Source: an optimization exercise on an open RTL-to-GDS flow (aim: a short achievable clock period and few clock cycles). Production flows keep margins and buffers that such runs may drop. Function was checked by simulation only, so behaviour that the tests miss may differ from the original.

==> flow/design.v <==
package reconstrutor_caminho_pkg;
  localparam int unsigned ADDR_WIDTH_PADRAO = 8;
  localparam int unsigned GRADE_LADO        = 8;
  localparam int unsigned MAX_PASSOS_PADRAO = GRADE_LADO * GRADE_LADO;
  function automatic integer largura_passos(input integer max_passos);
    largura_passos = $clog2(max_passos + 1);
  endfunction
endpackage
module rc_ao22i (
  input  logic a0,
  input  logic b0,
  input  logic a1,
  input  logic b1,
  output logic y
);
  assign y = !((a0 && b0) || (a1 && b1));
endmodule
module rc_nand2 (
  input  logic a,
  input  logic b,
  output logic y
);
  assign y = !(a && b);
endmodule
module rc_nor2 (
  input  logic a,
  input  logic b,
  output logic y
);
  assign y = !(a || b);
endmodule
module rc_seleciona #(
  parameter int unsigned N = 256
) (
  input  logic [N-1:0] s,
  input  logic [N-1:0] d,
  output logic         y
);
  localparam int unsigned L = $clog2(N);
  logic [N-2:0] v;
  for (genvar i = 0; i < N / 2; i++) begin : g_folha
    rc_ao22i u (.a0(s[2*i]), .b0(d[2*i]), .a1(s[2*i+1]), .b1(d[2*i+1]), .y(v[i]));
  end
  for (genvar k = 1; k < L; k++) begin : g_nivel
    for (genvar i = 0; i < (N >> (k + 1)); i++) begin : g_no
      if (k % 2 == 1) begin : g_e
        rc_nand2 u (.a(v[N - (N >> (k - 1)) + 2*i]), .b(v[N - (N >> (k - 1)) + 2*i + 1]),
                    .y(v[N - (N >> k) + i]));
      end else begin : g_ou
        rc_nor2 u (.a(v[N - (N >> (k - 1)) + 2*i]), .b(v[N - (N >> (k - 1)) + 2*i + 1]),
                   .y(v[N - (N >> k) + i]));
      end
    end
  end
  assign y = v[N - 2];
endmodule
module reconstrutor_caminho
#(
  parameter int unsigned ADDR_WIDTH   = reconstrutor_caminho_pkg::ADDR_WIDTH_PADRAO,
  parameter int unsigned MAX_PASSOS   = reconstrutor_caminho_pkg::MAX_PASSOS_PADRAO,
  parameter int unsigned PASSOS_WIDTH = reconstrutor_caminho_pkg::largura_passos(MAX_PASSOS)
) (
  input  logic                    clk,
  input  logic                    rst,
  input  logic                    anterior_wr_en_in,
  input  logic [ADDR_WIDTH-1:0]   anterior_wr_addr_in,
  input  logic [ADDR_WIDTH-1:0]   anterior_wr_data_in,
  input  logic                    iniciar_in,
  input  logic [ADDR_WIDTH-1:0]   fonte_in,
  input  logic [ADDR_WIDTH-1:0]   destino_in,
  input  logic                    ordem_direta_in,
  output logic [ADDR_WIDTH-1:0]   caminho_data_out,
  output logic                    caminho_valid_out,
  input  logic                    caminho_ready_in,
  output logic                    caminho_ultimo_out,
  output logic                    ocupado_out,
  output logic                    pronto_out,
  output logic                    erro_out,
  output logic [PASSOS_WIDTH-1:0] comprimento_out
);
  localparam int unsigned AW = ADDR_WIDTH;
  localparam int unsigned NN = 2 ** ADDR_WIDTH;
  localparam int unsigned PW = PASSOS_WIDTH;
  localparam int unsigned HW = AW / 2;
  localparam int unsigned LW = AW - HW;
  logic          r_ocupado;
  logic          r_livre;       
  logic          r_andando;     
  logic          r_direta;
  logic [AW-1:0] r_fonte;
  logic [AW-1:0] r_atual;
  logic [NN-1:0] r_oh;          
  logic [PW-1:0] r_passos;      
  logic          r_valid;
  logic          r_vazio;       
  logic          r_ultimo;
  logic [AW-1:0] r_dado;
  logic [PW-1:0] r_idx;         
  logic          r_pronto;
  logic          r_erro;
  logic [PW-1:0] r_comprimento;
  logic [AW-1:0] r_caminho [MAX_PASSOS+1];
  logic [NN-1:0][AW-1:0] r_tabela;
  logic [NN-1:0]         w_morto;
  logic                  w_escreve;
  logic [NN-1:0]         w_wa_oh;
  assign w_escreve = r_livre && anterior_wr_en_in;
  for (genvar y = 0; y < NN; y++) begin : g_ent
    assign w_wa_oh[y] = (anterior_wr_addr_in[AW-1:LW] == HW'(y >> LW)) &&
                        (anterior_wr_addr_in[LW-1:0] == LW'(y));
    always_ff @(posedge clk) begin
      if (w_escreve && w_wa_oh[y]) begin
        r_tabela[y] <= anterior_wr_data_in;
      end
    end
    assign w_morto[y] = (r_tabela[y] == AW'(y));
  end
  logic [AW-1:0] w_prox;
  logic [NN-1:0] w_prox_oh;
  for (genvar y = 0; y < NN; y++) begin : g_dec
    assign w_prox_oh[y] = (w_prox[AW-1:LW] == HW'(y >> LW)) &&
                          (w_prox[LW-1:0] == LW'(y));
  end
  logic [AW-1:0] w_pred;        
  for (genvar b = 0; b < AW; b++) begin : g_le
    logic [NN-1:0] w_col;
    for (genvar y = 0; y < NN; y++) begin : g_y
      assign w_col[y] = r_tabela[y][b];
    end
    rc_seleciona #(.N(NN)) u_le (.s(r_oh), .d(w_col), .y(w_pred[b]));
  end
  logic w_fonte, w_fim_morto;   
  assign w_fonte     = (r_atual == r_fonte);
  logic w_atual_morto;
  rc_seleciona #(.N(NN)) u_morto (.s(r_oh), .d(w_morto), .y(w_atual_morto));
  assign w_fim_morto = w_atual_morto || (r_passos == PW'(MAX_PASSOS));
  logic w_avanca;               
  assign w_avanca = r_vazio || caminho_ready_in;
  assign w_prox = r_livre ? destino_in : w_pred;
  always_ff @(posedge clk) begin
    if (r_livre || (r_andando && (r_direta || w_avanca))) begin
      r_oh    <= w_prox_oh;
      r_atual <= w_prox;
    end
  end
  always_ff @(posedge clk) begin
    r_pronto <= 1'b0;
    if (rst) begin
      r_ocupado     <= 1'b0;
      r_livre       <= 1'b1;
      r_andando     <= 1'b0;
      r_valid       <= 1'b0;
      r_vazio       <= 1'b1;
      r_erro        <= 1'b0;
      r_comprimento <= '0;
    end else if (r_livre) begin
      if (iniciar_in) begin
        r_ocupado <= 1'b1;
        r_livre   <= 1'b0;
        r_andando <= 1'b1;
        r_direta  <= ordem_direta_in;
        r_fonte   <= fonte_in;
        r_passos  <= '0;
      end
    end else if (r_andando && r_direta) begin
      r_caminho[r_passos] <= r_atual;
      r_passos <= r_passos + PW'(1);
      r_dado   <= r_fonte;
      r_ultimo <= (r_passos == '0);
      r_idx    <= r_passos - PW'(1);
      if (w_fonte) begin
        r_andando     <= 1'b0;
        r_valid       <= 1'b1;
        r_vazio       <= 1'b0;
        r_erro        <= 1'b0;
        r_comprimento <= r_passos + PW'(1);
      end else if (w_fim_morto) begin
        r_andando <= 1'b0;
        r_erro    <= 1'b1;
        r_ocupado <= 1'b0;
        r_livre   <= 1'b1;
      end
    end else if (r_andando) begin
      if (w_avanca) begin
        r_dado   <= r_atual;
        r_ultimo <= w_fonte;
        r_passos <= r_passos + PW'(1);
        if (w_fonte) begin
          r_andando     <= 1'b0;
          r_valid       <= 1'b1;
          r_vazio       <= 1'b0;
          r_erro        <= 1'b0;
          r_comprimento <= r_passos + PW'(1);
        end else if (w_fim_morto) begin
          r_andando <= 1'b0;
          r_valid   <= 1'b0;
          r_vazio   <= 1'b1;
          r_erro    <= 1'b1;
          r_ocupado <= 1'b0;
          r_livre   <= 1'b1;
        end else begin
          r_valid <= 1'b1;
          r_vazio <= 1'b0;
        end
      end
    end else if (caminho_ready_in) begin
      if (r_ultimo) begin
        r_valid   <= 1'b0;
        r_vazio   <= 1'b1;
        r_ocupado <= 1'b0;
        r_livre   <= 1'b1;
        r_pronto  <= 1'b1;
      end else begin
        r_dado   <= r_caminho[r_idx];
        r_ultimo <= (r_idx == '0);
        r_idx    <= r_idx - PW'(1);
      end
    end
  end
  assign caminho_data_out   = r_dado;
  assign caminho_valid_out  = r_valid;
  assign caminho_ultimo_out = r_ultimo;
  assign ocupado_out        = r_ocupado;
  assign pronto_out         = r_pronto;
  assign erro_out           = r_erro;
  assign comprimento_out    = r_comprimento;
endmodule
clock: 6.0 ns
lec_check: 0
abc_clock_period_in_ps: 2000
cap_margin: 20
core_margin: 2
core_utilization: 40
setup_slack_margin: 3.5
slew_margin: 20
synth_hierarchical: 1
synth_minimum_keep_size: 0
run.sh (not shown) runs the stock make flow with config.mk's settings and CLKGATE_MAP_FILE= SYNTH_SCRIPT=/design/flow/synth_recipe.tcl, a recipe that flattens the netlist after the stock synthesis.
Testbench counts at the start, summed over its fixed seeds: cycles 53,266.
Then changed:
--- a/flow/design.v
+++ b/flow/design.v
@@ -15,4 +15,13 @@
 );
   assign y = !((a0 && b0) || (a1 && b1));
+endmodule
+module rc_ao22 (
+  input  logic a0,
+  input  logic b0,
+  input  logic a1,
+  input  logic b1,
+  output logic y
+);
+  assign y = (a0 && b0) || (a1 && b1);
 endmodule
 module rc_nand2 (
@@ -100,4 +109,5 @@
   logic          r_erro;
   logic [PW-1:0] r_comprimento;
+  logic [PW-1:0] r_len;         
   logic [AW-1:0] r_caminho [MAX_PASSOS+1];
   logic [NN-1:0][AW-1:0] r_tabela;
@@ -118,8 +128,4 @@
   logic [AW-1:0] w_prox;
   logic [NN-1:0] w_prox_oh;
-  for (genvar y = 0; y < NN; y++) begin : g_dec
-    assign w_prox_oh[y] = (w_prox[AW-1:LW] == HW'(y >> LW)) &&
-                          (w_prox[LW-1:0] == LW'(y));
-  end
   logic [AW-1:0] w_pred;        
   for (genvar b = 0; b < AW; b++) begin : g_le
@@ -131,5 +137,7 @@
   end
   logic w_fonte, w_fim_morto;   
-  assign w_fonte     = (r_atual == r_fonte);
+  logic w_pred_fonte;           
+  assign w_fonte      = (r_atual == r_fonte);
+  assign w_pred_fonte = (w_pred == r_fonte);
   logic w_atual_morto;
   rc_seleciona #(.N(NN)) u_morto (.s(r_oh), .d(w_morto), .y(w_atual_morto));
@@ -137,10 +145,22 @@
   logic w_avanca;               
   assign w_avanca = r_vazio || caminho_ready_in;
-  assign w_prox = r_livre ? destino_in : w_pred;
+  logic          w_segue;
+  logic [AW-1:0] w_outro;
+  assign w_segue = !r_livre && !(r_andando && !r_direta && !w_avanca);
+  assign w_outro = r_livre ? destino_in : r_atual;
+  assign w_prox  = w_segue ? w_pred : w_outro;
+  logic [NN-1:0] w_pred_oh;
+  logic [NN-1:0] w_outro_oh;
+  for (genvar y = 0; y < NN; y++) begin : g_sel
+    assign w_pred_oh[y]  = (w_pred[AW-1:LW] == HW'(y >> LW)) &&
+                           (w_pred[LW-1:0] == LW'(y));
+    assign w_outro_oh[y] = (w_outro[AW-1:LW] == HW'(y >> LW)) &&
+                           (w_outro[LW-1:0] == LW'(y));
+    rc_ao22 u_sel (.a0(w_segue), .b0(w_pred_oh[y]), .a1(!w_segue), .b1(w_outro_oh[y]),
+                   .y(w_prox_oh[y]));
+  end
   always_ff @(posedge clk) begin
-    if (r_livre || (r_andando && (r_direta || w_avanca))) begin
-      r_oh    <= w_prox_oh;
-      r_atual <= w_prox;
-    end
+    r_oh    <= w_prox_oh;
+    r_atual <= w_prox;
   end
   always_ff @(posedge clk) begin
@@ -167,15 +187,14 @@
       r_passos <= r_passos + PW'(1);
       r_dado   <= r_fonte;
-      r_ultimo <= (r_passos == '0);
-      r_idx    <= r_passos - PW'(1);
-      if (w_fonte) begin
-        r_andando     <= 1'b0;
-        r_valid       <= 1'b1;
-        r_vazio       <= 1'b0;
-        r_erro        <= 1'b0;
-        r_comprimento <= r_passos + PW'(1);
+      r_ultimo <= w_fonte;
+      r_idx    <= r_passos;
+      r_len    <= w_fonte ? PW'(1) : r_passos + PW'(2);
+      r_erro   <= w_fim_morto && !w_fonte;
+      if (w_fonte || (!w_fim_morto && w_pred_fonte)) begin
+        r_andando <= 1'b0;
+        r_valid   <= 1'b1;
+        r_vazio   <= 1'b0;
       end else if (w_fim_morto) begin
         r_andando <= 1'b0;
-        r_erro    <= 1'b1;
         r_ocupado <= 1'b0;
         r_livre   <= 1'b1;
@@ -186,4 +205,5 @@
         r_ultimo <= w_fonte;
         r_passos <= r_passos + PW'(1);
+        r_len    <= r_passos + PW'(1);
         if (w_fonte) begin
           r_andando     <= 1'b0;
@@ -191,5 +211,4 @@
           r_vazio       <= 1'b0;
           r_erro        <= 1'b0;
-          r_comprimento <= r_passos + PW'(1);
         end else if (w_fim_morto) begin
           r_andando <= 1'b0;
@@ -211,4 +230,5 @@
         r_livre   <= 1'b1;
         r_pronto  <= 1'b1;
+        r_comprimento <= r_len;
       end else begin
         r_dado   <= r_caminho[r_idx];
Effect:
- The changed run ran to the end with no violations
- clock skew went down by 0.014 ns
- critical path depth went up by 2
- worst setup slack gets better by 0.077 ns
- wire length came out higher by 9.6%
Testbench counts after the change, summed over its fixed seeds: cycles 52,800.

## separate check: timing with driven ports
Ports are ideal in the flow. The routed layouts listed here were re-timed in OpenROAD. Step 1: set_driving_cell puts a clkbuf_16 on clk and a buf_2 on each other input, an assumption about the parent block. Step 2 times the ports against the registers' clock, not the clock port: input delays grow and output delays shrink by t, the midpoint of the rising clock arrivals with the driver on. Slacks: no drivers / after step 1 / after step 2; pairs: no drivers / after step 1.
run | t, ns | setup slack, ns | slew at the worst register clock pin (ns)
the first run | 0.936 | 2.784 / 2.784 / 2.412 | 0.07 / 0.07
the second run | 0.979 | 2.861 / 2.861 / 2.183 | 0.07 / 0.07
After both steps every run listed still meets setup and hold. The setup slack of the second run, which loses most, moves by 0.000 ns with the drivers and by -0.678 ns with both steps.
